This is an optimization exercise on Yosys and OpenROAD, whose aim is small area, a short achievable clock period and few clock cycles per item, not a production implementation. Where RTL was checked, it was by simulation tests only, not by an equivalence proof against the original. Power and IR drop assume default switching activity.

==> inputs of pepper <==
// matmul_engine
module matmul_engine #(
  parameter int N     = 6,
  parameter int A_W   = 8,
  parameter int B_W   = 8,
  parameter int K_MAX = 16,
  parameter int ACC_W = 20,
  parameter int OUT_W = 16
) (
  input  logic                            clk,
  input  logic                            rst,
  input  logic                            start,
  output logic                            start_ready,
  input  logic [$clog2(K_MAX+1)-1:0]      k_len,
  input  logic                            in_valid,
  output logic                            in_ready,
  input  logic [N-1:0][A_W-1:0]           in_a,
  input  logic [N-1:0][B_W-1:0]           in_b,
  output logic                            out_valid,
  input  logic                            out_ready,
  output logic [N-1:0][OUT_W-1:0]         out_row,
  output logic [$clog2(N)-1:0]            out_ridx,
  output logic                            busy,
  output logic                            done
);
  localparam int KW = $clog2(K_MAX + 1);
  localparam int RW = $clog2(N);
  logic          cur_v, cur_z, cur_first;    
  logic [KW-1:0] cur_rem;                    
  logic          pend_v;                     
  logic [KW-1:0] pend_k;
  logic [3:0]    njobs;                      
  logic          done_reg;
  logic          in_ready_q, start_ready_q, busy_q;   
  logic          cur_v_n, cur_z_n, cur_first_n, pend_v_n;
  logic [KW-1:0] cur_rem_n, pend_k_n;
  logic [3:0]    njobs_n;
  logic          busy_n;
  logic [N-1:0]          sv, sf, sl;         
  logic [A_W-1:0]        sa [N][N];          
  logic [N-1:0][B_W-1:0] sb [N];             
  logic [N-1:0]          holds;              
  logic [N-1:0]          ptr;                
  logic                   q0v, q1v;          
  logic [N-1:0][OUT_W-1:0] q0;
  logic [RW-1:0]          ridx;              
  logic [N-1:0]          frz;                
  logic [N-1:0]          en;                 
  logic                  push, pop, fire0, last0, cur_free, st_fire;
  ...
==> flow/config.mk <==
export PLATFORM = sky130hd
export DESIGN_NAME = matmul_engine
export DESIGN_NICKNAME = matmul_engine
export VERILOG_FILES = /design/flow/design.v
export SDC_FILE = /design/flow/constraint.sdc
export NUM_CORES = 4
export LEC_CHECK = 0
export CAP_MARGIN = 20
export CORE_MARGIN = 2
export CORE_UTILIZATION = 40
export SETUP_SLACK_MARGIN = 5
export SLEW_MARGIN = 20
export SYNTH_HIERARCHICAL = 1
==> flow/constraint.sdc <==
create_clock -name core_clock -period 10.0 [get_ports {clk}]
set_input_delay 2.0000 -clock core_clock [delete_from_list [all_inputs] [get_ports {clk}]]
set_output_delay 2.0000 -clock core_clock [all_outputs]
set_load 0.01 [all_outputs]
standard.sh (not shown) runs the stock make flow with config.mk's settings and CLKGATE_MAP_FILE= SYNTH_SCRIPT=/design/flow/synth_recipe.tcl, a recipe that flattens the netlist after the stock synthesis.
==> flow/flow/run.sh <==
#!/bin/bash
# Standard ORFS layout with three changes to how the layout is made:
#  - timing repair aims at a tighter period than the clock constraint (setup
#    margin), so the resizer works on every path longer than that target;
#  - the port buffers are sky130_fd_sc_hd__buf_4 cells (the standard flow
#    picks a delay cell), every input and output still gets its own buffer;
#  - the resizer may swap cells of a different footprint.
# Synthesis is the standard one, unchanged. Each step's log is in orfs/logs.
set -euo pipefail
MARGIN=${MARGIN:-6.6}
bash standard.sh synth > synth.log 2>&1
bash standard.sh SETUP_SLACK_MARGIN=$MARGIN MATCH_CELL_FOOTPRINT=0 \
  "BUFFER_PORTS_ARGS=-buffer_cell sky130_fd_sc_hd__buf_4" finish > layout.log 2>&1
==> inputs of lagoon, as changes to pepper <==
--- a/flow/design.v
+++ b/flow/design.v
@@ -291,25 +291,24 @@
   logic s173;
   logic k174;
   logic s175;
   logic k176;
   logic s177;
   logic k178;
   always_ff @(posedge clk or posedge rst) begin
     if (rst) begin
-      en   <= 1'b0;
-      clr  <= 1'b0;
-      nclr <= 1'b1;
+      en  <= 1'b0;
+      clr <= 1'b0;
     end else begin
-      en   <= en_d;
-      clr  <= clr_d;
-      nclr <= ~clr_d;
+      en  <= en_d;
+      clr <= clr_d;
     end
   end
+  assign nclr = ~clr;
   gate8 u_gate (.a(a), .en(en), .y(ag));
   assign pp_0_0 = ~(ag[0] & b[0]);
   assign pp_0_1 = ~(ag[0] & b[1]);
   assign pp_0_2 = ~(ag[0] & b[2]);
   assign pp_0_3 = ~(ag[0] & b[3]);
   assign pp_0_4 = ~(ag[0] & b[4]);
   assign pp_0_5 = ~(ag[0] & b[5]);
   assign pp_0_6 = ~(ag[0] & b[6]);
@@ -600,54 +599,34 @@
   parameter int ACC_W = 20,
   parameter int OUT_W = 16
 ) (
   input  logic                    clk,
   input  logic                    rst,
   input  logic [N-1:0]            sel_d,
   input  logic [N-1:0][ACC_W-1:0] s,
   input  logic [N-1:0][ACC_W-1:0] c,
-  input  logic                    ld0,     
-  input  logic                    from1,   
-  input  logic                    ld1,     
-  output logic [OUT_W-1:0]        q0
+  output logic [OUT_W-1:0]        y
 );
   logic [N-1:0]     sel;
-  logic [ACC_W-1:0] ms, mc, vs, vc;
-  logic [OUT_W-1:0] q1, y;
-  logic [15:0]      lo;
-  logic [4:0]       hi0, hi1;
-  logic             ovf0, ovf1, ovf, sg;
+  logic [ACC_W-1:0] ms, mc, sum;
   always_ff @(posedge clk or posedge rst) begin
     if (rst) sel <= N'(1);
     else     sel <= sel_d;
   end
   always_comb begin
     ms = '0;
     mc = '0;
     for (int i = 0; i < N; i++) begin
       ms = ms | (s[i] & {ACC_W{sel[i]}});
-      mc = mc | (c[i] & {ACC_W{sel[i]}});
+      mc = mc | (c[i] & {ACC_W{sel[i]}} & pe_pol::CMSK);
     end
   end
-  assign vs = ms ^ pe_pol::SPOL;
-  assign vc = (mc ^ pe_pol::CPOL) & pe_pol::CMSK;
-  assign lo   = {1'b0, vs[14:0]} + {1'b0, vc[14:0]};
-  assign hi0  = vs[19:15] + vc[19:15];
-  assign hi1  = vs[19:15] + vc[19:15] + 5'd1;
-  assign ovf0 = (hi0 != 5'b00000) && (hi0 != 5'b11111);
-  assign ovf1 = (hi1 != 5'b00000) && (hi1 != 5'b11111);
-  assign ovf  = lo[15] ? ovf1 : ovf0;
-  assign sg   = lo[15] ? hi1[4] : hi0[4];
-  assign y    = ovf ? (sg ? 16'h8000 : 16'h7fff)
-                    : {lo[15] ? hi1[0] : hi0[0], lo[14:0]};
-  always_ff @(posedge clk) begin
-    if (ld0) q0 <= from1 ? q1 : y;
-    if (ld1) q1 <= y;
-  end
+  assign sum = (ms ^ pe_pol::SPOL) + (mc ^ pe_pol::CPOL);
+  assign y   = sysarray_pkg::sat16(sum);
 endmodule
 module matmul_engine #(
   parameter int N     = 6,
   parameter int A_W   = 8,
   parameter int B_W   = 8,
   parameter int K_MAX = 16,
   parameter int ACC_W = 20,
   parameter int OUT_W = 16
@@ -675,28 +654,28 @@
   logic          pend_v;                     
   logic [KW-1:0] pend_k;
   logic [3:0]    njobs;                      
   logic          done_reg;
   logic          in_ready_q, start_ready_q, busy_q;   
   logic          cur_v_n, cur_z_n, cur_first_n, pend_v_n;
   logic [KW-1:0] cur_rem_n, pend_k_n;
   logic [3:0]    njobs_n;
-  logic          busy_n;
   logic [N-1:0]          sv, sf, sl;         
   logic [A_W-1:0]        sa [N][N];          
   logic [N-1:0][B_W-1:0] sb [N];             
   logic [N-1:0]          holds;              
   logic [N-1:0]          ptr;                
   logic                   q0v, q1v;          
-  logic [N-1:0][OUT_W-1:0] q0;
+  logic [N-1:0][OUT_W-1:0] q0, q1;
   logic [RW-1:0]          ridx;              
   logic [N-1:0]          frz;                
   logic [N-1:0]          en;                 
   logic                  push, pop, fire0, last0, cur_free, st_fire;
+  logic [N-1:0][OUT_W-1:0] newrow;
   logic [N-1:0] sv_n, sf_n, sl_n, holds_n, ptr_n, a_n, conf0, conf1, frz0, frz1;
   logic [N-1:0] frz_n, en_n;
   logic         q0v_n, q1v_n, hp_n, nq;
   assign push      = |(holds & ptr) & ~q1v;
   assign pop       = q0v & out_ready;
   assign out_valid = q0v;
   assign out_row   = q0;
   assign out_ridx  = ridx;
@@ -734,18 +713,16 @@
       end else begin
         cur_v_n     = 1'b0;
       end
     end else if (st_fire) begin
       pend_v_n = 1'b1;
       pend_k_n = k_len;
     end
     njobs_n = njobs + {3'b0, st_fire} - {3'b0, pop & (ridx == RW'(N - 1))};
-    busy_n  = st_fire | (njobs > 4'd1) |
-              ((njobs == 4'd1) & ~(out_ready & q0v & (ridx == RW'(N - 1))));
   end
   always_comb begin
     sv_n[0] = frz[0] ? sv[0] : fire0;
     sf_n[0] = frz[0] ? sf[0] : (cur_first | cur_z);
     sl_n[0] = frz[0] ? sl[0] : last0;
     for (int s = 1; s < N; s++) begin
       sv_n[s] = frz[s] ? sv[s] : (sv[s-1] & ~frz[s-1]);
       sf_n[s] = frz[s] ? sf[s] : sf[s-1];
@@ -791,17 +768,17 @@
       cur_first     <= cur_first_n;
       cur_rem       <= cur_rem_n;
       pend_v        <= pend_v_n;
       pend_k        <= pend_k_n;
       njobs         <= njobs_n;
       done_reg      <= pop & (ridx == RW'(N - 1));
       in_ready_q    <= cur_v_n & ~cur_z_n & ~frz_n[0];
       start_ready_q <= ~pend_v_n;
-      busy_q        <= busy_n;
+      busy_q        <= (njobs_n != '0);
     end
   end
   always_ff @(posedge clk or posedge rst) begin
     if (rst) begin
       sv    <= '0;
       sf    <= '0;
       sl    <= '0;
       holds <= '0;
@@ -819,19 +796,20 @@
       ptr   <= ptr_n;
       q0v   <= q0v_n;
       q1v   <= q1v_n;
       frz   <= frz_n;
       en    <= en_n;
       if (pop) ridx <= (ridx == RW'(N - 1)) ? '0 : ridx + RW'(1);
     end
   end
-  logic ld0, ld1;
-  assign ld0 = q1v ? pop : (push & (~q0v | pop));
-  assign ld1 = push & q0v & ~pop;
+  always_ff @(posedge clk) begin
+    if (q1v ? pop : (push & (~q0v | pop))) q0 <= q1v ? q1 : newrow;
+    if (push & q0v & ~pop) q1 <= newrow;
+  end
   always_ff @(posedge clk) begin
     if (~frz[0]) begin
       for (int i = 0; i < N; i++) begin
         sa[0][i] <= cur_z ? '0 : in_a[i];
         sb[0][i] <= in_b[i];
       end
     end
     for (int s = 1; s < N; s++) begin
@@ -869,15 +847,12 @@
       .ACC_W(ACC_W),
       .OUT_W(OUT_W)
     ) u_col (
       .clk  (clk),
       .rst  (rst),
       .sel_d(ptr_n),
       .s    (col_s[gj]),
       .c    (col_c[gj]),
-      .ld0  (ld0),
-      .from1(q1v),
-      .ld1  (ld1),
-      .q0   (q0[gj])
+      .y    (newrow[gj])
     );
   end
 endmodule
==> flow/flow/run.sh (replaced) <==
#!/bin/bash
# Standard ORFS layout, with timing repair aimed at a tighter period than the
# clock constraint (setup margin), so the resizer works on every path that is
# longer than the target. Synthesis is the standard one, unchanged.
set -euo pipefail
MARGIN=${MARGIN:-6.8}
bash standard.sh synth > synth.log 2>&1
bash standard.sh SETUP_SLACK_MARGIN=$MARGIN finish > layout.log 2>&1
==> flow/config.mk (replaced) <==
export PLATFORM = sky130hd
export DESIGN_NAME = matmul_engine
export DESIGN_NICKNAME = matmul_engine
export VERILOG_FILES = /design/flow/design.v
export SDC_FILE = /design/flow/constraint.sdc
export NUM_CORES = 4
export LEC_CHECK = 0
export CAP_MARGIN = 20
export CORE_MARGIN = 2
export CORE_UTILIZATION = 65
export SETUP_SLACK_MARGIN = 5
export SLEW_MARGIN = 20
export SYNTH_HIERARCHICAL = 1
==> inputs of garnet, as changes to pepper <==
--- a/flow/design.v
+++ b/flow/design.v
@@ -291,25 +291,24 @@
   logic s173;
   logic k174;
   logic s175;
   logic k176;
   logic s177;
   logic k178;
   always_ff @(posedge clk or posedge rst) begin
     if (rst) begin
-      en   <= 1'b0;
-      clr  <= 1'b0;
-      nclr <= 1'b1;
+      en  <= 1'b0;
+      clr <= 1'b0;
     end else begin
-      en   <= en_d;
-      clr  <= clr_d;
-      nclr <= ~clr_d;
+      en  <= en_d;
+      clr <= clr_d;
     end
   end
+  assign nclr = ~clr;
   gate8 u_gate (.a(a), .en(en), .y(ag));
   assign pp_0_0 = ~(ag[0] & b[0]);
   assign pp_0_1 = ~(ag[0] & b[1]);
   assign pp_0_2 = ~(ag[0] & b[2]);
   assign pp_0_3 = ~(ag[0] & b[3]);
   assign pp_0_4 = ~(ag[0] & b[4]);
   assign pp_0_5 = ~(ag[0] & b[5]);
   assign pp_0_6 = ~(ag[0] & b[6]);
@@ -675,17 +674,16 @@
   logic          pend_v;                     
   logic [KW-1:0] pend_k;
   logic [3:0]    njobs;                      
   logic          done_reg;
   logic          in_ready_q, start_ready_q, busy_q;   
   logic          cur_v_n, cur_z_n, cur_first_n, pend_v_n;
   logic [KW-1:0] cur_rem_n, pend_k_n;
   logic [3:0]    njobs_n;
-  logic          busy_n;
   logic [N-1:0]          sv, sf, sl;         
   logic [A_W-1:0]        sa [N][N];          
   logic [N-1:0][B_W-1:0] sb [N];             
   logic [N-1:0]          holds;              
   logic [N-1:0]          ptr;                
   logic                   q0v, q1v;          
   logic [N-1:0][OUT_W-1:0] q0;
   logic [RW-1:0]          ridx;              
@@ -734,18 +732,16 @@
       end else begin
         cur_v_n     = 1'b0;
       end
     end else if (st_fire) begin
       pend_v_n = 1'b1;
       pend_k_n = k_len;
     end
     njobs_n = njobs + {3'b0, st_fire} - {3'b0, pop & (ridx == RW'(N - 1))};
-    busy_n  = st_fire | (njobs > 4'd1) |
-              ((njobs == 4'd1) & ~(out_ready & q0v & (ridx == RW'(N - 1))));
   end
   always_comb begin
     sv_n[0] = frz[0] ? sv[0] : fire0;
     sf_n[0] = frz[0] ? sf[0] : (cur_first | cur_z);
     sl_n[0] = frz[0] ? sl[0] : last0;
     for (int s = 1; s < N; s++) begin
       sv_n[s] = frz[s] ? sv[s] : (sv[s-1] & ~frz[s-1]);
       sf_n[s] = frz[s] ? sf[s] : sf[s-1];
@@ -791,17 +787,17 @@
       cur_first     <= cur_first_n;
       cur_rem       <= cur_rem_n;
       pend_v        <= pend_v_n;
       pend_k        <= pend_k_n;
       njobs         <= njobs_n;
       done_reg      <= pop & (ridx == RW'(N - 1));
       in_ready_q    <= cur_v_n & ~cur_z_n & ~frz_n[0];
       start_ready_q <= ~pend_v_n;
-      busy_q        <= busy_n;
+      busy_q        <= (njobs_n != '0);
     end
   end
   always_ff @(posedge clk or posedge rst) begin
     if (rst) begin
       sv    <= '0;
       sf    <= '0;
       sl    <= '0;
       holds <= '0;
==> flow/flow/run.sh (replaced) <==
#!/bin/bash
# Standard ORFS layout with three changes to how the layout is made:
#  - timing repair aims at a tighter period than the clock constraint (setup
#    margin), so the resizer works on every path longer than that target;
#  - the port buffers are sky130_fd_sc_hd__buf_4 cells (the standard flow
#    picks a delay cell), every input and output still gets its own buffer;
#  - the resizer may swap cells of a different footprint.
# Synthesis is the standard one, unchanged. Each step's log is in orfs/logs.
set -euo pipefail
MARGIN=${MARGIN:-6.3}
bash standard.sh synth > synth.log 2>&1
bash standard.sh SETUP_SLACK_MARGIN=$MARGIN MATCH_CELL_FOOTPRINT=0 \
  "BUFFER_PORTS_ARGS=-buffer_cell sky130_fd_sc_hd__buf_4" finish > layout.log 2>&1
==> run summary <==
lagoon passed the timing, DRC and antenna checks. pepper passed the timing, DRC and antenna checks. garnet went through all stages and came out clean.
Synthesized cell count, lowest first: garnet, pepper, lagoon.
Critical path depth: lagoon > garnet > pepper.
Wire length: pepper is smaller than lagoon (about 2.5%).
Of pepper and lagoon, pepper has the higher register-to-register slack (gap 0.23 ns).
Cell area, highest first: lagoon, pepper, garnet.
In lagoon the via count is higher than in garnet, by about 10%.
The highest sequential share of layout area belongs to garnet, the lowest to lagoon.
==> figures <==
|  | pepper | garnet | lagoon |
|---|---|---|---|
| Run status | complete, no violations | complete, no violations | complete, no violations |
| Seq Cell Count | 2121 | 2085 | 2085 |
| Area of the core | 349000 um2 | 350000 um2 | 218000 um2 |
| Placed cell count | 16827 | 16795 | 15204 |
| Slowest cell delay on critical path | 0.53 ns | 0.51 ns | 0.46 ns |
| GR Layer Usage met2 | 38.6% | 37.2% | 61.0% |
| Switching power of the nets | 26800 uW | 24600 uW | 29500 uW |
| Vias post-DR | 95187 | 91966 | 101256 |
| Reported combinational group power | 32000 uW | 28500 uW | 38000 uW |
| Sum of routed wire segments on met1 | 174000 um | 171000 um | 166000 um |
| Clock sink total | 2121 | 2085 | 2085 |
| Post-cts gate resize count | 1097 | 311 | 2552 |
| Total leakage power | 0.0653 uW | 0.0618 uW | 0.0678 uW |
| Final non-clock buffer share | 5.92% | 3.42% | 7.51% |
| Critical path startpoint | g_out[0].u_col.sel[3] | g_out[2].u_col.sel[4] | g_out[1].u_col.sel[1] |
| Clock latency on the worst-skew pair | 1.01 ns | 0.98 ns | 0.88 ns |
Testbench counts of lagoon, summed over its fixed seeds: cycles 7,275, jobs 768.
Function not checked in pepper and garnet: the RTL went through the layout flow alone.

-- re-timing with driven ports --
The flow's constraints put no driver on any port. The routed layouts listed below were extracted and timed again, unchanged, in two steps. Step 1 (the two cells are an assumption about what drives the block):
set clk [get_ports {clk}]
set_driving_cell -lib_cell sky130_fd_sc_hd__clkbuf_16 $clk
set_driving_cell -lib_cell sky130_fd_sc_hd__buf_2 [delete_from_list [all_inputs] $clk]
Step 2, shift: input delay + t, output delay - t, t = (earliest + latest rising clock arrival at the registers) / 2. This alone moves slack from input paths to output paths. a / b / c = ideal ports / drivers / drivers and shift; a / b = the first two.
run | t, ns | setup WS [ns] | hold WS [ns]
pepper | 1.056 | 6.204 / 6.158 / 5.732 | 0.415 / 0.415 / 0.415
lagoon | 0.958 | 5.969 / 5.969 / 5.614 | 0.406 / 0.406 / 0.406
garnet | 1.032 | 6.217 / 6.217 / 5.571 | 0.375 / 0.375 / 0.375
After both steps setup and hold are still met in every run listed. The setup slack of garnet, which loses most, moves by 0.000 ns with the drivers and by -0.646 ns with both steps.
